Context: an optimization exercise on an open-source flow, tuned for small area and a short achievable clock period. The choices shown serve that exercise and are no tape-out recipe.
RTL that was checked went through simulation tests only; none was proved equivalent to the original.
Power figures rest on the tool's default switching activity, not on a simulated workload.

==> 10-24 <==
// sensor_min_max_avg_tracker
module sensor_min_max_avg_tracker #(
   parameter int QUEUE_DEPTH = smmat_pkg::QUEUE_DEPTH
) (
   input  logic                                 clock,
   input  logic                                 reset,
   input  logic                                 req_push,
   output logic                                 req_full,
   input  logic                                 req_func,
   input  logic signed [7:0]                    req_temp_sample,
   input  logic [15:0]                          req_visible_sample,
   input  logic [15:0]                          req_infrared_sample,
   output logic                                 rsp_empty,
   input  logic                                 rsp_pop,
   output logic [1:0]                           rsp_channel,
   output logic signed [smmat_pkg::VALUE_W-1:0] rsp_current,
   output logic signed [smmat_pkg::VALUE_W-1:0] rsp_average,
   output logic signed [smmat_pkg::VALUE_W-1:0] rsp_maximum,
   output logic signed [smmat_pkg::STAMP_W-1:0] rsp_max_time,
   output logic signed [smmat_pkg::VALUE_W-1:0] rsp_minimum,
   output logic signed [smmat_pkg::STAMP_W-1:0] rsp_min_time,
   output logic                                 rsp_last,
   input  logic                                 csr_valid,
   output logic                                 csr_ready,
   input  logic [1:0]                           csr_index,
   input  logic [smmat_pkg::PERIOD_W-1:0]       csr_data
);
make LEC_CHECK=0 CAP_MARGIN=20 CORE_MARGIN=2 CORE_UTILIZATION=60 SETUP_SLACK_MARGIN=3.5 SLEW_MARGIN=20 finish   # period 6.5 ns
run.sh (not shown) runs the stock make flow with config.mk's settings and CLKGATE_MAP_FILE= SYNTH_SCRIPT=/design/flow/synth_recipe.tcl, a recipe that flattens the netlist after the stock synthesis.
==> 04-22: changes against 10-24 <==
--- a/flow/design.v
+++ b/flow/design.v
@@ -172,49 +172,41 @@
       end else if (pop_tick) begin
          fresh_ff <= 1'b0;
       end
    end
    localparam logic [7:0] T_MIN = 8'h80;
    localparam logic [7:0] T_MAX = 8'h7F;
    logic signed [7:0]    t_cur_ff, t_avg_ff, t_max_ff, t_min_ff;
    logic [SW-1:0]        t_maxt_ff, t_mint_ff;
-   logic signed [7:0]    t_avg, t_max, t_min;    
+   logic signed [7:0]    t_cur, t_avg, t_max, t_min;    
    logic [SW-1:0]        t_maxt, t_mint;
    logic signed [7:0]    t_avg_new;
    logic                 t_gt, t_lt;
    logic                 t_max_upd, t_min_upd;
+   assign t_cur  = fresh_ff ? T_MAX : t_cur_ff;
    assign t_avg  = fresh_ff ? T_MAX : t_avg_ff;
    assign t_max  = fresh_ff ? T_MIN : t_max_ff;
    assign t_min  = fresh_ff ? T_MAX : t_min_ff;
    assign t_maxt = fresh_ff ? '1 : t_maxt_ff;
    assign t_mint = fresh_ff ? '1 : t_mint_ff;
    function automatic logic [7:0] t_half(input logic [7:0] a, input logic [7:0] b);
       logic [9:0] s0, s1;
       s0 = {a[7], a, 1'b0} + {b[7], b, 1'b0};
       s1 = {a[7], a, 1'b1} + {b[7], b, 1'b1};
       t_half = s0[9] ? s1[9:2] : s0[9:2];
    endfunction
-   assign t_avg_new = t_half(head_temp, t_cur_ff);
-   logic t_gt_raw, t_lt_raw;
-   smmat_gt #(.W(8)) u_t_gt (.a({!head_temp[7], head_temp[6:0]}), .b({!t_max_ff[7], t_max_ff[6:0]}),
-                             .gt(t_gt_raw));
-   smmat_gt #(.W(8)) u_t_lt (.a({!t_min_ff[7], t_min_ff[6:0]}), .b({!head_temp[7], head_temp[6:0]}),
-                             .gt(t_lt_raw));
-   assign t_gt      = fresh_ff ? (head_temp != T_MIN) : t_gt_raw;
-   assign t_lt      = fresh_ff ? (head_temp != T_MAX) : t_lt_raw;
+   assign t_avg_new = fresh_ff ? t_half(head_temp, T_MAX) : t_half(head_temp, t_cur_ff);
+   assign t_gt      = fresh_ff ? (head_temp != T_MIN) : (head_temp > t_max_ff);
+   assign t_lt      = fresh_ff ? (head_temp != T_MAX) : (head_temp < t_min_ff);
    assign t_max_upd = head_full && t_gt;
    assign t_min_upd = head_full && t_lt;
    always_ff @(posedge clock) begin
-      if (reset || q_pop) begin
-         t_cur_ff <= (reset || head_report) ? T_MAX : head_temp;
-      end
-   end
-   always_ff @(posedge clock) begin
       if (pop_tick) begin
+         t_cur_ff <= head_temp;
          if (head_full || fresh_ff) begin
             t_avg_ff <= head_full ? t_avg_new : T_MAX;
          end
          if (t_max_upd || fresh_ff) begin
             t_max_ff  <= head_full ? head_temp : T_MIN;
             t_maxt_ff <= t_max_upd ? head_stamp : '1;
          end
          if (t_min_upd || fresh_ff) begin
@@ -236,41 +228,35 @@
    assign tr_maxt = t_max_upd ? head_stamp : t_maxt;
    assign tr_mint = t_min_upd ? head_stamp : t_mint;
    logic [1:0][VW-1:0] lr_cur, lr_avg, lr_max, lr_min;
    logic [1:0][SW-1:0] lr_maxt, lr_mint;
    for (genvar i = 0; i < 2; i++) begin : g_light
       logic [15:0]   s;
       logic [15:0]   cur_ff, avg_ff, max_ff, min_ff;
       logic [SW-1:0] maxt_ff, mint_ff;
-      logic [15:0]   avg, max, min;
+      logic [15:0]   cur, avg, max, min;
       logic [SW-1:0] maxt, mint;
       logic [16:0]   lsum;
       logic          gt, lt, max_upd, min_upd;
       assign s    = (i == 0) ? head_vis : head_ir;
+      assign cur  = fresh_ff ? 16'hFFFF : cur_ff;
       assign avg  = fresh_ff ? 16'hFFFF : avg_ff;
       assign max  = fresh_ff ? 16'h0000 : max_ff;
       assign min  = fresh_ff ? 16'hFFFF : min_ff;
       assign maxt = fresh_ff ? '1 : maxt_ff;
       assign mint = fresh_ff ? '1 : mint_ff;
-      assign lsum = {1'b0, s} + {1'b0, cur_ff};
-      logic gt_raw, lt_raw;
-      smmat_gt #(.W(16)) u_gt (.a(s), .b(max_ff), .gt(gt_raw));
-      smmat_gt #(.W(16)) u_lt (.a(min_ff), .b(s), .gt(lt_raw));
-      assign gt   = fresh_ff ? (s != 16'h0000) : gt_raw;
-      assign lt   = fresh_ff ? (s != 16'hFFFF) : lt_raw;
+      assign lsum = fresh_ff ? ({1'b0, s} + 17'h0FFFF) : ({1'b0, s} + {1'b0, cur_ff});
+      assign gt   = fresh_ff ? (s != 16'h0000) : (s > max_ff);
+      assign lt   = fresh_ff ? (s != 16'hFFFF) : (s < min_ff);
       assign max_upd = head_full && gt;
       assign min_upd = head_full && lt;
       always_ff @(posedge clock) begin
-         if (reset || q_pop) begin
-            cur_ff <= (reset || head_report) ? 16'hFFFF : s;
-         end
-      end
-      always_ff @(posedge clock) begin
          if (pop_tick) begin
+            cur_ff <= s;
             if (head_full || fresh_ff) begin
                avg_ff <= head_full ? lsum[16:1] : 16'hFFFF;
             end
             if (max_upd || fresh_ff) begin
                max_ff  <= head_full ? s : 16'h0000;
                maxt_ff <= max_upd ? head_stamp : '1;
             end
             if (min_upd || fresh_ff) begin
@@ -334,42 +320,16 @@
    assign rsp_last     = sel_i_ff;
    assign rsp_current  = out_cur_ff;
    assign rsp_average  = out_avg_ff;
    assign rsp_maximum  = out_max_ff;
    assign rsp_minimum  = out_min_ff;
    assign rsp_max_time = out_maxt_ff;
    assign rsp_min_time = out_mint_ff;
 endmodule
-module smmat_gt #(
-   parameter int W = 16
-) (
-   input  logic [W-1:0] a,
-   input  logic [W-1:0] b,
-   output logic         gt
-);
-   localparam int L = $clog2(W);
-   logic [L:0][W-1:0] g;    
-   logic [L:0][W-1:0] e;    
-   for (genvar i = 0; i < W; i++) begin : g_bit
-      assign g[0][i] = a[i] & !b[i];
-      assign e[0][i] = !(a[i] ^ b[i]);
-   end
-   for (genvar l = 0; l < L; l++) begin : g_lvl
-      for (genvar j = 0; j < (W >> (l + 1)); j++) begin : g_grp
-         assign g[l+1][j] = g[l][2*j+1] | (e[l][2*j+1] & g[l][2*j]);
-         assign e[l+1][j] = e[l][2*j+1] & e[l][2*j];
-      end
-      for (genvar j = (W >> (l + 1)); j < W; j++) begin : g_pad
-         assign g[l+1][j] = 1'b0;
-         assign e[l+1][j] = 1'b0;
-      end
-   end
-   assign gt = g[L][0];
-endmodule
 module sensor_min_max_avg_tracker #(
    parameter int QUEUE_DEPTH = smmat_pkg::QUEUE_DEPTH
 ) (
    input  logic                                 clock,
    input  logic                                 reset,
    input  logic                                 req_push,
    output logic                                 req_full,
    input  logic                                 req_func,
SETUP_SLACK_MARGIN = 4.0   (was 3.5)
==> 04-12: changes against 10-24 <==
--- a/flow/design.v
+++ b/flow/design.v
@@ -230,83 +230,83 @@
    assign tr_max8 = t_max_upd ? head_temp : t_max;
    assign tr_min8 = t_min_upd ? head_temp : t_min;
    assign tr_cur  = {{9{head_temp[7]}}, head_temp};
    assign tr_avg  = {{9{tr_avg8[7]}}, tr_avg8};
    assign tr_max  = {{9{tr_max8[7]}}, tr_max8};
    assign tr_min  = {{9{tr_min8[7]}}, tr_min8};
    assign tr_maxt = t_max_upd ? head_stamp : t_maxt;
    assign tr_mint = t_min_upd ? head_stamp : t_mint;
-   logic [1:0][VW-1:0] lr_cur, lr_avg, lr_max, lr_min;
-   logic [1:0][SW-1:0] lr_maxt, lr_mint;
+   logic               pend_ff;     
+   logic [1:0][15:0]   l_avg, l_max, l_min;
+   logic [1:0][SW-1:0] l_maxt, l_mint;
+   logic [1:0][15:0]   l_s;
+   always_ff @(posedge clock) begin
+      if (reset) begin
+         pend_ff <= 1'b0;
+      end else begin
+         pend_ff <= rep_load;
+      end
+   end
    for (genvar i = 0; i < 2; i++) begin : g_light
       logic [15:0]   s;
       logic [15:0]   cur_ff, avg_ff, max_ff, min_ff;
       logic [SW-1:0] maxt_ff, mint_ff;
-      logic [15:0]   avg, max, min;
-      logic [SW-1:0] maxt, mint;
       logic [16:0]   lsum;
       logic          gt, lt, max_upd, min_upd;
       assign s    = (i == 0) ? head_vis : head_ir;
-      assign avg  = fresh_ff ? 16'hFFFF : avg_ff;
-      assign max  = fresh_ff ? 16'h0000 : max_ff;
-      assign min  = fresh_ff ? 16'hFFFF : min_ff;
-      assign maxt = fresh_ff ? '1 : maxt_ff;
-      assign mint = fresh_ff ? '1 : mint_ff;
       assign lsum = {1'b0, s} + {1'b0, cur_ff};
       logic gt_raw, lt_raw;
       smmat_gt #(.W(16)) u_gt (.a(s), .b(max_ff), .gt(gt_raw));
       smmat_gt #(.W(16)) u_lt (.a(min_ff), .b(s), .gt(lt_raw));
       assign gt   = fresh_ff ? (s != 16'h0000) : gt_raw;
       assign lt   = fresh_ff ? (s != 16'hFFFF) : lt_raw;
       assign max_upd = head_full && gt;
       assign min_upd = head_full && lt;
       always_ff @(posedge clock) begin
          if (reset || q_pop) begin
             cur_ff <= (reset || head_report) ? 16'hFFFF : s;
          end
       end
       always_ff @(posedge clock) begin
-         if (pop_tick) begin
+         if (q_pop) begin
             if (head_full || fresh_ff) begin
                avg_ff <= head_full ? lsum[16:1] : 16'hFFFF;
             end
             if (max_upd || fresh_ff) begin
                max_ff  <= head_full ? s : 16'h0000;
                maxt_ff <= max_upd ? head_stamp : '1;
             end
             if (min_upd || fresh_ff) begin
                min_ff  <= head_full ? s : 16'hFFFF;
                mint_ff <= min_upd ? head_stamp : '1;
             end
          end
       end
-      assign lr_cur[i]  = {1'b0, s};
-      assign lr_avg[i]  = {1'b0, head_full ? lsum[16:1] : avg};
-      assign lr_max[i]  = {1'b0, max_upd ? s : max};
-      assign lr_min[i]  = {1'b0, min_upd ? s : min};
-      assign lr_maxt[i] = max_upd ? head_stamp : maxt;
-      assign lr_mint[i] = min_upd ? head_stamp : mint;
+      assign l_s[i]    = s;
+      assign l_avg[i]  = avg_ff;
+      assign l_max[i]  = max_ff;
+      assign l_min[i]  = min_ff;
+      assign l_maxt[i] = maxt_ff;
+      assign l_mint[i] = mint_ff;
    end
    logic [1:0][15:0]   vi_cur_ff, vi_avg_ff, vi_max_ff, vi_min_ff;
    logic [1:0][SW-1:0] vi_maxt_ff, vi_mint_ff;
    always_ff @(posedge clock) begin
       if (vi_load) begin
-         vi_cur_ff[0]  <= lr_cur[0][15:0];
-         vi_avg_ff[0]  <= lr_avg[0][15:0];
-         vi_max_ff[0]  <= lr_max[0][15:0];
-         vi_min_ff[0]  <= lr_min[0][15:0];
-         vi_maxt_ff[0] <= lr_maxt[0];
-         vi_mint_ff[0] <= lr_mint[0];
-         vi_cur_ff[1]  <= lr_cur[1][15:0];
-         vi_avg_ff[1]  <= lr_avg[1][15:0];
-         vi_max_ff[1]  <= lr_max[1][15:0];
-         vi_min_ff[1]  <= lr_min[1][15:0];
-         vi_maxt_ff[1] <= lr_maxt[1];
-         vi_mint_ff[1] <= lr_mint[1];
+         vi_cur_ff <= l_s;
+      end
+   end
+   always_ff @(posedge clock) begin
+      if (pend_ff) begin
+         vi_avg_ff  <= l_avg;
+         vi_max_ff  <= l_max;
+         vi_min_ff  <= l_min;
+         vi_maxt_ff <= l_maxt;
+         vi_mint_ff <= l_mint;
       end
    end
    logic [VW-1:0] out_cur_ff, out_avg_ff, out_max_ff, out_min_ff;
    logic [SW-1:0] out_maxt_ff, out_mint_ff;
    logic          next_is_t;    
    logic          next_vi;      
    assign next_is_t = !rep_valid_ff || sel_i_ff;
    assign next_vi   = sel_v_ff;
@@ -314,16 +314,23 @@
       if (out_load) begin
          if (next_is_t) begin
             out_cur_ff  <= tr_cur;
             out_avg_ff  <= tr_avg;
             out_max_ff  <= tr_max;
             out_min_ff  <= tr_min;
             out_maxt_ff <= tr_maxt;
             out_mint_ff <= tr_mint;
+         end else if (pend_ff) begin
+            out_cur_ff  <= {1'b0, vi_cur_ff[0]};
+            out_avg_ff  <= {1'b0, l_avg[0]};
+            out_max_ff  <= {1'b0, l_max[0]};
+            out_min_ff  <= {1'b0, l_min[0]};
+            out_maxt_ff <= l_maxt[0];
+            out_mint_ff <= l_mint[0];
          end else begin
             out_cur_ff  <= {1'b0, vi_cur_ff[next_vi]};
             out_avg_ff  <= {1'b0, vi_avg_ff[next_vi]};
             out_max_ff  <= {1'b0, vi_max_ff[next_vi]};
             out_min_ff  <= {1'b0, vi_min_ff[next_vi]};
             out_maxt_ff <= vi_maxt_ff[next_vi];
             out_mint_ff <= vi_mint_ff[next_vi];
          end
==> 04-11: changes against 10-24 <==
--- a/flow/design.v
+++ b/flow/design.v
@@ -230,83 +230,83 @@
    assign tr_max8 = t_max_upd ? head_temp : t_max;
    assign tr_min8 = t_min_upd ? head_temp : t_min;
    assign tr_cur  = {{9{head_temp[7]}}, head_temp};
    assign tr_avg  = {{9{tr_avg8[7]}}, tr_avg8};
    assign tr_max  = {{9{tr_max8[7]}}, tr_max8};
    assign tr_min  = {{9{tr_min8[7]}}, tr_min8};
    assign tr_maxt = t_max_upd ? head_stamp : t_maxt;
    assign tr_mint = t_min_upd ? head_stamp : t_mint;
-   logic [1:0][VW-1:0] lr_cur, lr_avg, lr_max, lr_min;
-   logic [1:0][SW-1:0] lr_maxt, lr_mint;
+   logic               pend_ff;     
+   logic [1:0][15:0]   l_avg, l_max, l_min;
+   logic [1:0][SW-1:0] l_maxt, l_mint;
+   logic [1:0][15:0]   l_s;
+   always_ff @(posedge clock) begin
+      if (reset) begin
+         pend_ff <= 1'b0;
+      end else begin
+         pend_ff <= rep_load;
+      end
+   end
    for (genvar i = 0; i < 2; i++) begin : g_light
       logic [15:0]   s;
       logic [15:0]   cur_ff, avg_ff, max_ff, min_ff;
       logic [SW-1:0] maxt_ff, mint_ff;
-      logic [15:0]   avg, max, min;
-      logic [SW-1:0] maxt, mint;
       logic [16:0]   lsum;
       logic          gt, lt, max_upd, min_upd;
       assign s    = (i == 0) ? head_vis : head_ir;
-      assign avg  = fresh_ff ? 16'hFFFF : avg_ff;
-      assign max  = fresh_ff ? 16'h0000 : max_ff;
-      assign min  = fresh_ff ? 16'hFFFF : min_ff;
-      assign maxt = fresh_ff ? '1 : maxt_ff;
-      assign mint = fresh_ff ? '1 : mint_ff;
       assign lsum = {1'b0, s} + {1'b0, cur_ff};
       logic gt_raw, lt_raw;
       smmat_gt #(.W(16)) u_gt (.a(s), .b(max_ff), .gt(gt_raw));
       smmat_gt #(.W(16)) u_lt (.a(min_ff), .b(s), .gt(lt_raw));
       assign gt   = fresh_ff ? (s != 16'h0000) : gt_raw;
       assign lt   = fresh_ff ? (s != 16'hFFFF) : lt_raw;
       assign max_upd = head_full && gt;
       assign min_upd = head_full && lt;
       always_ff @(posedge clock) begin
          if (reset || q_pop) begin
             cur_ff <= (reset || head_report) ? 16'hFFFF : s;
          end
       end
       always_ff @(posedge clock) begin
-         if (pop_tick) begin
+         if (q_pop) begin
             if (head_full || fresh_ff) begin
                avg_ff <= head_full ? lsum[16:1] : 16'hFFFF;
             end
             if (max_upd || fresh_ff) begin
                max_ff  <= head_full ? s : 16'h0000;
                maxt_ff <= max_upd ? head_stamp : '1;
             end
             if (min_upd || fresh_ff) begin
                min_ff  <= head_full ? s : 16'hFFFF;
                mint_ff <= min_upd ? head_stamp : '1;
             end
          end
       end
-      assign lr_cur[i]  = {1'b0, s};
-      assign lr_avg[i]  = {1'b0, head_full ? lsum[16:1] : avg};
-      assign lr_max[i]  = {1'b0, max_upd ? s : max};
-      assign lr_min[i]  = {1'b0, min_upd ? s : min};
-      assign lr_maxt[i] = max_upd ? head_stamp : maxt;
-      assign lr_mint[i] = min_upd ? head_stamp : mint;
+      assign l_s[i]    = s;
+      assign l_avg[i]  = avg_ff;
+      assign l_max[i]  = max_ff;
+      assign l_min[i]  = min_ff;
+      assign l_maxt[i] = maxt_ff;
+      assign l_mint[i] = mint_ff;
    end
    logic [1:0][15:0]   vi_cur_ff, vi_avg_ff, vi_max_ff, vi_min_ff;
    logic [1:0][SW-1:0] vi_maxt_ff, vi_mint_ff;
    always_ff @(posedge clock) begin
       if (vi_load) begin
-         vi_cur_ff[0]  <= lr_cur[0][15:0];
-         vi_avg_ff[0]  <= lr_avg[0][15:0];
-         vi_max_ff[0]  <= lr_max[0][15:0];
-         vi_min_ff[0]  <= lr_min[0][15:0];
-         vi_maxt_ff[0] <= lr_maxt[0];
-         vi_mint_ff[0] <= lr_mint[0];
-         vi_cur_ff[1]  <= lr_cur[1][15:0];
-         vi_avg_ff[1]  <= lr_avg[1][15:0];
-         vi_max_ff[1]  <= lr_max[1][15:0];
-         vi_min_ff[1]  <= lr_min[1][15:0];
-         vi_maxt_ff[1] <= lr_maxt[1];
-         vi_mint_ff[1] <= lr_mint[1];
+         vi_cur_ff <= l_s;
+      end
+   end
+   always_ff @(posedge clock) begin
+      if (pend_ff) begin
+         vi_avg_ff  <= l_avg;
+         vi_max_ff  <= l_max;
+         vi_min_ff  <= l_min;
+         vi_maxt_ff <= l_maxt;
+         vi_mint_ff <= l_mint;
       end
    end
    logic [VW-1:0] out_cur_ff, out_avg_ff, out_max_ff, out_min_ff;
    logic [SW-1:0] out_maxt_ff, out_mint_ff;
    logic          next_is_t;    
    logic          next_vi;      
    assign next_is_t = !rep_valid_ff || sel_i_ff;
    assign next_vi   = sel_v_ff;
@@ -314,16 +314,23 @@
       if (out_load) begin
          if (next_is_t) begin
             out_cur_ff  <= tr_cur;
             out_avg_ff  <= tr_avg;
             out_max_ff  <= tr_max;
             out_min_ff  <= tr_min;
             out_maxt_ff <= tr_maxt;
             out_mint_ff <= tr_mint;
+         end else if (pend_ff) begin
+            out_cur_ff  <= {1'b0, vi_cur_ff[0]};
+            out_avg_ff  <= {1'b0, l_avg[0]};
+            out_max_ff  <= {1'b0, l_max[0]};
+            out_min_ff  <= {1'b0, l_min[0]};
+            out_maxt_ff <= l_maxt[0];
+            out_mint_ff <= l_mint[0];
          end else begin
             out_cur_ff  <= {1'b0, vi_cur_ff[next_vi]};
             out_avg_ff  <= {1'b0, vi_avg_ff[next_vi]};
             out_max_ff  <= {1'b0, vi_max_ff[next_vi]};
             out_min_ff  <= {1'b0, vi_min_ff[next_vi]};
             out_maxt_ff <= vi_maxt_ff[next_vi];
             out_mint_ff <= vi_mint_ff[next_vi];
          end
==> flow/flow/run.sh (new file) <==
#!/bin/bash
# The standard layout, with plain buf_1 cells as the port buffers (the default choice is
# clkdlybuf4s50_1, a slow delay cell of more than twice the area). Every port still gets
# its own buffer; timing repair resizes the ones on critical paths.
set -euo pipefail
export BUFFER_PORTS_ARGS="-buffer_cell sky130_fd_sc_hd__buf_1"
bash standard.sh > standard.log 2>&1
==> flow/standard.sh (new file) <==
#!/bin/bash
# synth_recipe.tcl (not shown) runs the flow's synth.tcl, then flattens the netlist and writes it again
# the make line also repeats each setting of config.mk as NAME=value (left out here)
make -C /OpenROAD-flow-scripts/flow DESIGN_CONFIG=/design/flow/config.mk WORK_HOME=/design/flow/orfs CLKGATE_MAP_FILE= SYNTH_SCRIPT=/design/flow/synth_recipe.tcl "${@:-finish}"
CORE_UTILIZATION = 65   (was 60)
removed: flow/run.sh
==> flow_summary_export.csv <==
group,metric,value,unit
sta,slew_headroom,26.2,%
grt,met2_usage,43.8,%
layout,stdcell_count,4785,
pwr,powerSeq,8.53,mW
run_status,status,"finished clean",
worst_setup_path,crit_chain,"inv_2 -> ha_1 -> and3b_1 -> o21a_1 -> o21a_1 -> o211ai_1 -> a2111oi_4 -> o21ai_4 -> buf_12 -> buf_4 -> buf_12 -> o21ai_0",
layout,clock_buffers,129,
worst_setup_path,critPathBufInv,4,
synth,syn_inst,3461,
synth,synth_area_leaders,"edfxtp_1, ha_1, dfxtp_1",
clocking,cts.sinks,1006,
synth,syn_area_per_cell,13.0,um^2
clocking,path_clk_slew,60,ps
grt,grt_usage,29.2,%
pwr,power_clock,5.64,mW
drt,first_pass_iters,6,
the above is filed under 10-24

==> flow_summary_export.csv <==
group,metric,value,unit
sta,setup_viol,0,
drt,first_pass_iters,26,
drt,post_drt_via_cell_ratio,6.09,
worst_setup_path,critPathBufInv,1,
synth,synth_area_leaders,"edfxtp_1, ha_1, dfxtp_1",
layout,drive_above_1_share,17.4,%
grt,met2_usage,44.5,%
worst_setup_path,crit_chain,"inv_2 -> ha_4 -> a21o_1 -> or3_4 -> o21a_4 -> a2111o_1 -> a2111oi_4 -> and4bb_4 -> mux2_4",
pwr,powerSeq,8.17,mW
synth,syn_inst,3397,
drt,via_count,28889,
layout,stdcell_count,4743,
clocking,path_clk_slew,70,ps
clocking,cts.sinks,1007,
layout,clock_buffers,128,
run_status,status,"finished clean",
pwr,power_clock,5.88,mW
the above is filed under 04-12

==> flow_summary_export.csv <==
group,metric,value,unit
run_status,status,"finished clean",
grt,grt_usage,35.5,%
pwr,powerSeq,8.28,mW
drt,first_pass_iters,6,
clocking,path_clk_slew,60,ps
layout,stdcell_count,5184,
sta,slew_headroom,38.1,%
grt,met2_usage,54.9,%
worst_setup_path,crit_chain,"buf_4 -> ha_1 -> nor2b_1 -> o21a_1 -> o21a_1 -> o21a_1 -> o21ai_2 -> a21oi_4 -> buf_6 -> buf_6 -> buf_8 -> or2_4 -> o22a_1",
layout,clock_buffers,132,
synth,syn_inst,3492,
worst_setup_path,critPathBufInv,4,
the above is filed under 04-22

==> flow_summary_export.csv <==
group,metric,value,unit
run_status,status,"failed layout checks",
run_status,check.faults,"antenna rules",
clocking,path_clk_slew,60,ps
grt,grt_usage,31.4,%
drt,ant_nets,1,
worst_setup_path,critPathBufInv,3,
drt,first_pass_iters,6,
worst_setup_path,crit_chain,"buf_4 -> ha_1 -> and3b_1 -> o21a_1 -> o21a_1 -> o21a_1 -> o21ai_0 -> a2111o_2 -> buf_12 -> a21oi_4 -> buf_4 -> nand2b_1",
layout,clock_buffers,127,
synth,syn_inst,3397,
pwr,power_clock,5.92,mW
the above is filed under 04-11

For 10-24, only the layout was checked, not whether the RTL still works.

[separate check: timing with driven ports]
The results above use ideal ports. As a check the final layouts listed here were re-extracted and re-timed, cells and wires unchanged. Step 1 assumes that a clkbuf_16 drives the clock port and a buf_2 every other input. Step 2 moves the port delays by t, midway between the first and last clock arrival at a register: inputs arrive t later, outputs are due t later. That takes back most of the time a late clock gives input paths. Slacks: ideal / step 1 / step 2; pairs: ideal / step 1.
run | t (ns) | setup WS [ns] | hold slack, ns | pins driven straight from the clock port
10-24 | 0.724 | 3.401 / 3.401 / 3.111 | 0.455 / 0.455 / 0.455 | 1
04-22 | 0.732 | 3.334 / 3.334 / 3.334 | 0.456 / 0.456 / 0.456 | 1
04-12 | 0.722 | 3.520 / 3.464 / 2.844 | 0.412 / 0.412 / 0.412 | 1
04-11 | 0.716 | 3.497 / 3.497 / 2.876 | 0.415 / 0.415 / 0.415 | 1
For 04-12, which loses most, drivers alone change the setup slack by -0.056 ns; drivers and shift together by -0.676 ns.
